Background: an optimization exercise with open tools, aiming at small area. Do not read the settings as production practice.
The RTL was checked by simulation tests, not by an equivalence proof against the original design.

## flow/design.v

```verilog
`default_nettype none
package afc_pkg;
    localparam int PHASE_BITS_DEF = 16;
    localparam int LEVEL_BITS_DEF = 8;
    localparam int IN_DATA_W  = 8;
    localparam int OUT_DATA_W = 16;
    localparam int CFG_IDX_W  = 3;
    localparam int CFG_DATA_W = 16;
    localparam int LED_W      = 8;
    localparam logic [1:0] MODE_STARTUP = 2'd0;
    localparam logic [1:0] MODE_READY   = 2'd1;
    localparam logic [1:0] MODE_ARMED   = 2'd2;
    localparam logic [1:0] MODE_FIRING  = 2'd3;
    localparam logic [2:0] MSG_NONE     = 3'd0;
    localparam logic [2:0] MSG_READY    = 3'd1;
    localparam logic [2:0] MSG_ARMED    = 3'd2;
    localparam logic [2:0] MSG_DISARMED = 3'd3;
    localparam logic [2:0] MSG_FIRING   = 3'd4;
    localparam logic [2:0] MSG_FIRED    = 3'd5;
    localparam logic [CFG_IDX_W-1:0] CFG_STARTUP_MS  = 3'd0;
    localparam logic [CFG_IDX_W-1:0] CFG_FIRING_MS   = 3'd1;
    localparam logic [CFG_IDX_W-1:0] CFG_DEBOUNCE_MS = 3'd2;
    localparam logic [CFG_IDX_W-1:0] CFG_BLINK_MS    = 3'd3;
    localparam logic [CFG_IDX_W-1:0] CFG_PHASE_STEP  = 3'd4;
    localparam logic [15:0] STARTUP_MS_RST  = 16'd1000;
    localparam logic [15:0] FIRING_MS_RST   = 16'd5000;
    localparam logic [15:0] DEBOUNCE_MS_RST = 16'd1000;
    localparam logic [9:0]  BLINK_MS_RST    = 10'd100;
    localparam logic [12:0] PHASE_STEP_RST  = 13'd5;
endpackage
`default_nettype wire
`default_nettype none
import afc_pkg::*;
module arm_fire_controller_core #(
    parameter int PHASE_BITS = afc_pkg::PHASE_BITS_DEF,
    parameter int LEVEL_BITS = afc_pkg::LEVEL_BITS_DEF
) (
    input  wire logic                            i_clk,
    input  wire logic                            i_rst_n,
    input  wire logic                            i_cfg_valid,
    output logic                                 o_cfg_ready,
    input  wire logic [afc_pkg::CFG_IDX_W-1:0]   i_cfg_index,
    input  wire logic [afc_pkg::CFG_DATA_W-1:0]  i_cfg_data,
    input  wire logic                            i_s_tvalid,
    output logic                                 o_s_tready,
    input  wire logic [afc_pkg::IN_DATA_W-1:0]   i_s_tdata,
    output logic                                 o_m_tvalid,
    input  wire logic                            i_m_tready,
    output logic [afc_pkg::OUT_DATA_W-1:0]       o_m_tdata,
    output logic                                 o_m_tlast
);
    localparam logic [LEVEL_BITS-1:0] LEVEL_MAX = {LEVEL_BITS{1'b1}};
    logic [15:0]           r_startup_ms;
    logic [15:0]           r_firing_ms;
    logic [15:0]           r_debounce_ms;
    logic [9:0]            r_blink_ms;
    logic [12:0]           r_phase_step;
    logic [1:0]            r_mode, n_mode;
    logic [15:0]           r_phase_timer, n_phase_timer;
    logic [9:0]            r_blink_timer, n_blink_timer;
    logic [15:0]           r_since, n_since;
    logic [PHASE_BITS-1:0] r_pulse_phase, n_pulse_phase;
    logic                  r_blink_on, n_blink_on;
    logic                  r_s1_valid;
    logic [1:0]            r_s1_mode;
    logic                  r_s1_blink;
    logic [PHASE_BITS-1:0] r_s1_phase;
    logic [2:0]            r_s1_msg0, r_s1_msg1;
    logic                  r_s1_two;
    logic [2:0]            n_msg0, n_msg1;
    logic                  n_two;
    logic                  r_o_valid;
    logic [1:0]            r_o_mode;
    logic [LED_W-1:0]      r_o_level;
    logic [2:0]            r_o_msg, r_o_msg2;
    logic                  r_o_last;
    logic in_acc, out_take, out_free, s1_move;
    logic sw, press;
    assign sw    = i_s_tdata[0];
    assign press = i_s_tdata[1];
    assign out_take   = r_o_valid && i_m_tready;
    assign out_free   = !r_o_valid || (out_take && r_o_last);
    assign s1_move    = r_s1_valid && out_free;
    assign o_s_tready = !r_s1_valid || s1_move;
    assign in_acc     = i_s_tvalid && o_s_tready;
    assign o_cfg_ready = 1'b1;
    always_ff @(posedge i_clk) begin
        if (!i_rst_n) begin
            r_startup_ms  <= STARTUP_MS_RST;
            r_firing_ms   <= FIRING_MS_RST;
            r_debounce_ms <= DEBOUNCE_MS_RST;
            r_blink_ms    <= BLINK_MS_RST;
            r_phase_step  <= PHASE_STEP_RST;
        end else if (i_cfg_valid) begin
            unique case (i_cfg_index)
                CFG_STARTUP_MS:  r_startup_ms  <= i_cfg_data;
                CFG_FIRING_MS:   r_firing_ms   <= i_cfg_data;
                CFG_DEBOUNCE_MS: r_debounce_ms <= i_cfg_data;
                CFG_BLINK_MS:    r_blink_ms    <= i_cfg_data[9:0];
                CFG_PHASE_STEP:  r_phase_step  <= i_cfg_data[12:0];
                default: ;
            endcase
        end
    end
    logic [15:0]              since_inc, pt_inc;
    logic [9:0]               bt_inc;
    logic                     trig_ok, fire_go, startup_done, firing_done, blink_done;
    logic [PHASE_BITS+12:0]   phase_sum;
    assign since_inc    = (r_since == 16'hFFFF) ? r_since : r_since + 16'd1;
    assign pt_inc       = (r_phase_timer == 16'hFFFF) ? r_phase_timer : r_phase_timer + 16'd1;
    assign bt_inc       = (r_blink_timer == 10'h3FF) ? r_blink_timer : r_blink_timer + 10'd1;
    assign trig_ok      = press && (since_inc > r_debounce_ms);
    assign fire_go      = trig_ok && (r_mode == MODE_ARMED);
    assign startup_done = pt_inc >= r_startup_ms;
    assign firing_done  = pt_inc >= r_firing_ms;
    assign blink_done   = bt_inc >= r_blink_ms;
    assign phase_sum    = {13'd0, r_pulse_phase} + {{PHASE_BITS{1'b0}}, r_phase_step};
    assign n_since      = trig_ok ? 16'd0 : since_inc;
    always_comb begin
        n_mode = r_mode;
        if (fire_go) begin
            n_mode = MODE_FIRING;
        end else begin
            unique case (r_mode)
                MODE_STARTUP: if (startup_done) n_mode = MODE_READY;
                MODE_READY:   if (!sw) n_mode = MODE_ARMED;
                MODE_ARMED:   if (sw) n_mode = MODE_READY;
                MODE_FIRING:  if (firing_done) n_mode = MODE_ARMED;
            endcase
        end
    end
    always_comb begin
        n_phase_timer = r_phase_timer;
        n_blink_timer = r_blink_timer;
        n_blink_on    = r_blink_on;
        n_pulse_phase = r_pulse_phase;
        n_msg0        = MSG_NONE;
        n_msg1        = MSG_NONE;
        n_two         = 1'b0;
        if (fire_go) begin
            n_phase_timer = 16'd0;
            n_blink_timer = 10'd0;
            n_blink_on    = 1'b1;
            n_msg0        = MSG_FIRING;
        end else begin
            unique case (r_mode)
                MODE_STARTUP: begin
                    n_phase_timer = startup_done ? 16'd0 : pt_inc;
                    if (startup_done) n_msg0 = MSG_READY;
                end
                MODE_READY: begin
                    if (!sw) begin
                        n_pulse_phase = '0;
                        n_msg0        = MSG_ARMED;
                    end
                end
                MODE_ARMED: begin
                    if (!sw) begin
                        n_pulse_phase = phase_sum[PHASE_BITS-1:0];
                    end else begin
                        n_msg0 = MSG_DISARMED;
                        n_msg1 = MSG_READY;
                        n_two  = 1'b1;
                    end
                end
                MODE_FIRING: begin
                    n_blink_timer = blink_done ? 10'd0 : bt_inc;
                    n_blink_on    = blink_done ? !r_blink_on : r_blink_on;
                    n_phase_timer = pt_inc;
                    if (firing_done) begin
                        n_phase_timer = 16'd0;
                        n_blink_timer = 10'd0;
                        n_blink_on    = 1'b0;
                        n_pulse_phase = '0;
                        n_msg0        = MSG_FIRED;
                        if (!sw) begin
                            n_msg1 = MSG_ARMED;
                            n_two  = 1'b1;
                        end
                    end
                end
            endcase
        end
    end
    always_ff @(posedge i_clk) begin
        if (!i_rst_n) begin
            r_mode        <= MODE_STARTUP;
            r_phase_timer <= 16'd0;
            r_blink_timer <= 10'd0;
            r_since       <= 16'd0;
            r_pulse_phase <= '0;
            r_blink_on    <= 1'b0;
        end else if (in_acc) begin
            r_mode        <= n_mode;
            r_phase_timer <= n_phase_timer;
            r_blink_timer <= n_blink_timer;
            r_since       <= n_since;
            r_pulse_phase <= n_pulse_phase;
            r_blink_on    <= n_blink_on;
        end
    end
    always_ff @(posedge i_clk) begin
        if (!i_rst_n) begin
            r_s1_valid <= 1'b0;
        end else if (in_acc) begin
            r_s1_valid <= 1'b1;
        end else if (s1_move) begin
            r_s1_valid <= 1'b0;
        end
    end
    always_ff @(posedge i_clk) begin
        if (in_acc) begin
            r_s1_mode  <= n_mode;
            r_s1_blink <= n_blink_on;
            r_s1_phase <= n_pulse_phase;
            r_s1_msg0  <= n_msg0;
            r_s1_msg1  <= n_msg1;
            r_s1_two   <= n_two;
        end
    end
    function automatic logic [15:0] sine_tab(input logic [4:0] idx);
        logic [15:0] v;
        case (idx)
            5'd0:    v = 16'd0;
            5'd1:    v = 16'd3212;
            5'd2:    v = 16'd6393;
            5'd3:    v = 16'd9512;
            5'd4:    v = 16'd12540;
            5'd5:    v = 16'd15447;
            5'd6:    v = 16'd18205;
            5'd7:    v = 16'd20788;
            5'd8:    v = 16'd23170;
            5'd9:    v = 16'd25330;
            5'd10:   v = 16'd27246;
            5'd11:   v = 16'd28899;
            5'd12:   v = 16'd30274;
            5'd13:   v = 16'd31357;
            5'd14:   v = 16'd32138;
            5'd15:   v = 16'd32610;
            default: v = 16'd32768;
        endcase
        sine_tab = v;
    endfunction
    logic [PHASE_BITS+15:0]   phase_ext;
    logic [15:0]              p16, p;
    logic [1:0]               q;
    logic [14:0]              x;
    logic [4:0]               idx;
    logic [9:0]               frac;
    logic [15:0]              tab_lo, tab_hi, diff, sine;
    logic [25:0]              interp;
    logic [16:0]              num;
    logic [LEVEL_BITS+17:0]   scaled;
    logic [LEVEL_BITS-1:0]    pulse_lvl, lvl;
    logic [LEVEL_BITS+7:0]    lvl_ext;
    assign phase_ext = {r_s1_phase, 16'd0};
    assign p16       = phase_ext[PHASE_BITS+15 -: 16];
    assign p         = p16 + 16'd16384;
    assign q         = p[15:14];
    assign x         = q[0] ? (15'd16384 - {1'b0, p[13:0]}) : {1'b0, p[13:0]};
    assign idx       = x[14:10];
    assign frac      = x[9:0];
    assign tab_lo    = sine_tab(idx);
    assign tab_hi    = sine_tab(idx + 5'd1);
    assign diff      = tab_hi - tab_lo;
    assign interp    = {10'd0, diff} * {16'd0, frac};
    assign sine      = idx[4] ? 16'd32768 : tab_lo + interp[25:10];
    assign num       = q[1] ? (17'd32768 + {1'b0, sine}) : (17'd32768 - {1'b0, sine});
    assign scaled    = {1'b0, num, {LEVEL_BITS{1'b0}}} - {{(LEVEL_BITS+1){1'b0}}, num}
                       + {{(LEVEL_BITS+2){1'b0}}, 16'd32768};
    assign pulse_lvl = scaled[16 +: LEVEL_BITS];
    always_comb begin
        case (r_s1_mode)
            MODE_FIRING: lvl = r_s1_blink ? LEVEL_MAX : '0;
            MODE_ARMED:  lvl = pulse_lvl;
            default:     lvl = '0;
        endcase
    end
    assign lvl_ext = {8'd0, lvl};
    always_ff @(posedge i_clk) begin
        if (!i_rst_n) begin
            r_o_valid <= 1'b0;
        end else if (s1_move) begin
            r_o_valid <= 1'b1;
        end else if (out_take && r_o_last) begin
            r_o_valid <= 1'b0;
        end
    end
    always_ff @(posedge i_clk) begin
        if (s1_move) begin
            r_o_mode  <= r_s1_mode;
            r_o_level <= lvl_ext[LED_W-1:0];
            r_o_msg   <= r_s1_msg0;
            r_o_msg2  <= r_s1_msg1;
            r_o_last  <= !r_s1_two;
        end else if (out_take && !r_o_last) begin
            r_o_msg  <= r_o_msg2;
            r_o_last <= 1'b1;
        end
    end
    assign o_m_tvalid = r_o_valid;
    assign o_m_tlast  = r_o_last;
    assign o_m_tdata  = {2'b00, r_o_msg, r_o_level, 1'b1, r_o_mode};
endmodule
`default_nettype wire
```

## flow/run.sh

```bash
#!/bin/bash
# synth_recipe.tcl (not shown) runs the flow's synth.tcl, then flattens the netlist and writes it again
# the make line also repeats each setting of config.mk as NAME=value (left out here)
make -C /OpenROAD-flow-scripts/flow DESIGN_CONFIG=/design/flow/config.mk WORK_HOME=/design/flow/orfs CLKGATE_MAP_FILE= SYNTH_SCRIPT=/design/flow/synth_recipe.tcl finish
```

## flow/config.mk

```make
export PLATFORM = sky130hd
export DESIGN_NAME = arm_fire_controller_core
export DESIGN_NICKNAME = arm_fire_controller_core
export VERILOG_FILES = /design/flow/design.v
export SDC_FILE = /design/flow/constraint.sdc
export NUM_CORES = 4
export LEC_CHECK = 0
export CAP_MARGIN = 20
export CORE_MARGIN = 2
export CORE_UTILIZATION = 40
export SLEW_MARGIN = 20
```

## flow/constraint.sdc

```tcl
create_clock -name core_clock -period 20.0 [get_ports {i_clk}]
set_input_delay 4.0000 -clock core_clock [delete_from_list [all_inputs] [get_ports {i_clk}]]
set_output_delay 4.0000 -clock core_clock [all_outputs]
set_load 0.01 [all_outputs]
```

==> results.toml <==
[final_layout]
syn_to_final_growth_pct = 8.47
regArea_mm2 = 0.00391
drive_gt1_share_pct = 4.72
multi_input_area_mm2 = 0.0134
utilization_pct = 44.2
diodes = 0
nets = 2636
layoutNonFillerInstCount = 2909
nFillCells = 4500

[routing]
ant_nets = 0
drc_errors = 0
wl_per_cell_um = 16.7
top_layer_used = "met4"
totalWireLength_um = 48600
num_vias = 15900
wl_met1_um = 22000
wl_met2_um = 23200
via_per_inst = 5.48
drt-pass1-iter-count = 5
drt_iter0_markers = 1303
dr_wl_met3_um = 1970

[status]
outcome = "complete, no violations"

[global_routing]
grt_pass1_vias = 15300
gr-total-overflow = 0
antenna_found_initial = 0
grt_use_total_pct = 20.6
grt_pass1_wl_um = 79500
grt_start_max_net_pins = 114

[critical_path]
critPathSlowestCell = "xnor2_1"
max_stage_delay_ns = 0.76
worstSetupStartpointType = "flip-flop"
end_kind = "flip-flop"
worstRegToRegCells = 61
cp.arrival_ns = 17.06
critPathRequiredTime_ns = 20.17
worstPathBufferInverterCount = 5
crit_type = "reg2reg"
worst-path-stages = 61
crit_fanout = 16
path_delay_family = "compound AO/OA/AOI/OAI gates"
cp_common_cell = "o21ai_0"

[synthesis]
postSynthCellCount = 2312
yosys_warnings = 1
synth_area_leaders = "dfxtp_1, ha_1, fa_1"
synth_edf_count = 41
syn_avg_cell_area_um2 = 8.03
synth_area_leader_cell = "dfxtp_1"
seq_area_frac_synth_pct = 21.1
async_reset_ff_share_pct = 0
synth_top_flop_cell = "dfxtp_1"
ys_seq_elements = 175
yosys.cell_count.top_type = "nand2_1"
yosys.area.top_type_share_pct = 14.4
synthDistinctLibCells = 93
syn_area_mm2 = 0.0186
synth_commonest_cells = "nand2_1, inv_1, nor2_1"

[sta]
fin_setup_tns_ns = 0
timing.slew.headroom_pct = 29.3
period_share_pct = 84.4
finalClockSkew_ns = 0.0131
holdWs_ns = 0.420
hold_viol = 0
period_needed_ns = 16.88
setup_slack_ns = 3.12
drv_slew = 0
grt_setup_unrepaired = "no"
tightest_slew_ns = 1.06
setup_viol = 0
fmax_ghz = 0.0592

[place]
port_buffers = 41
place_ws_ns = 3.27
place_congestion = 0.893
dp_hpwl_um = 37700
placed_cells = 2877

[clocking]
clockBufferDepth = 2
root_buffer = "clkbuf_16"
cts_resized = 0
post_cts_buffers = 0
clkSinkCount = 175
clk_pin_slew_worst_paths_ns = 0.07
hold_buffers = 0
htreeDepth = 4
clk_latency_ns = 0.44
numCtsBuffers = 17
cts_tree = "built"

[min_path]
hold_path_class = "reg2reg"
hold_depth = 0

[die]
ios = 52
start_util_pct = 40.7
die_w_um = 219
rows = 78
die_area_mm2 = 0.0482
chipHeight_um = 219
core_area_mm2 = 0.0456

[job]
cap_violations = 0
[cell type report]
cell class | instances | share of cell area, %
multi-input combinational | 1809 | 66.6
sequential | 175 | 19.4
tap | 600 | 3.73
clock inverter | 11 | 0.776
timing repair buffer | 66 | 2.96
clock buffer | 21 | 2.29
inverter | 227 | 4.23
[cells in the final DEF, fill, tap and decap left out, drive strengths merged, types with 10 or more instances in the layout]
cell type      netlist  layout
nand3               60      60
inv                225     228
nor2b               46      46
fa                 112     112
a21oi               90      90
o211ai              29      29
xor2                38      38
o31ai               12      12
o21a                22      22
nand2              345     345
clkbuf              86      21
nor2               199     199
o21ai               95      95
ha                 196     196
nand2b              25      25
and2                22      22
dfxtp              134     134
xnor2               80      80
a21boi              68      68
or3                 10      10
or2                 15      15
a22oi               18      18
edfxtp              41      41
buf                 17      26
a21o                43      43
nand4               38      38
a31oi               24      24
and3                28      28
clkdlybuf4s50        0      40
nor3                45      45
[kinds of logic (layout without fill, tap and decap cells)]
group / after synthesis / in the layout / synth area share [%]
buffers and inverters: 330 / 325 / 6.78
xor gates and xnor gates: 118 / 118 / 5.65
adders and majority gates: 308 / 308 / 25.3
AOI/OAI and AO/OA: 495 / 495 / 18.5
DFF: 175 / 175 / 21.1
muxes: 15 / 15 / 0.849
other: 2 / 4 / 0.0404
and+or+nand+nor: 869 / 869 / 21.8
[through the flow]
step	instance area (µm²)
after floorplan	18600
after global placement	19500
after detailed placement	19500
after CTS	20100
after global routing	20100
final	20100
[metal layers]
layer,global-route usage [%],vias up
met3,2.35,62
met4,6.64,0
met2,35.0,391
met5,0,-
li1,-,7879
met1,27.1,7601
[sequential cells by signal (all words and copies together) (netlist names), 2 cells and up]
name and cells:
r_s1_phase 16, r_blink_ms 10, r_debounce_ms 16, r_s1_msg0 3, r_mode 2, r_o_level 8, r_s1_msg1 2, r_s1_mode 2
r_since 16, r_phase_step 13, r_o_msg 3, r_blink_timer 10, r_pulse_phase 16, r_firing_ms 16, r_o_msg2 2, r_phase_timer 16
r_o_mode 2, r_startup_ms 16
[final timing paths]
check | startpoint | endpoint | slack (ns)
worst max register to register | r_s1_phase[0] | r_o_level[6] | 3.12
worst min register to register | r_s1_msg1[1] | r_o_msg2[1] | 0.42
worst min-delay path | r_s1_msg1[1] | r_o_msg2[1] | 0.42
worst max-delay path | r_s1_phase[0] | r_o_level[6] | 3.12

port drivers added, routing unchanged:
No port has a modelled driver above. Below, the same layout with a new extraction and two added sets of constraints.
Step 1 (the two cells are an assumption about what drives the block):
set clk [get_ports {i_clk}]
set_driving_cell -lib_cell sky130_fd_sc_hd__clkbuf_16 $clk
set_driving_cell -lib_cell sky130_fd_sc_hd__buf_2 [delete_from_list [all_inputs] $clk]
Step 2 times the ports against the registers' clock, not the clock port: input delays grow and output delays shrink by t, the midpoint of the rising clock arrivals with the driver on.
a / b / c = no drivers / after step 1 / after step 2; a / b = the first two.
t (ns): 0.486
setup WS [ns]: 3.116 / 3.116 / 3.116
worst setup path at the end: register to register
worst slew at a driven data input, ns: 0.05
After both steps setup and hold are still met in this run. The setup slack of this run moves by 0.000 ns with the drivers and by 0.000 ns with both steps.
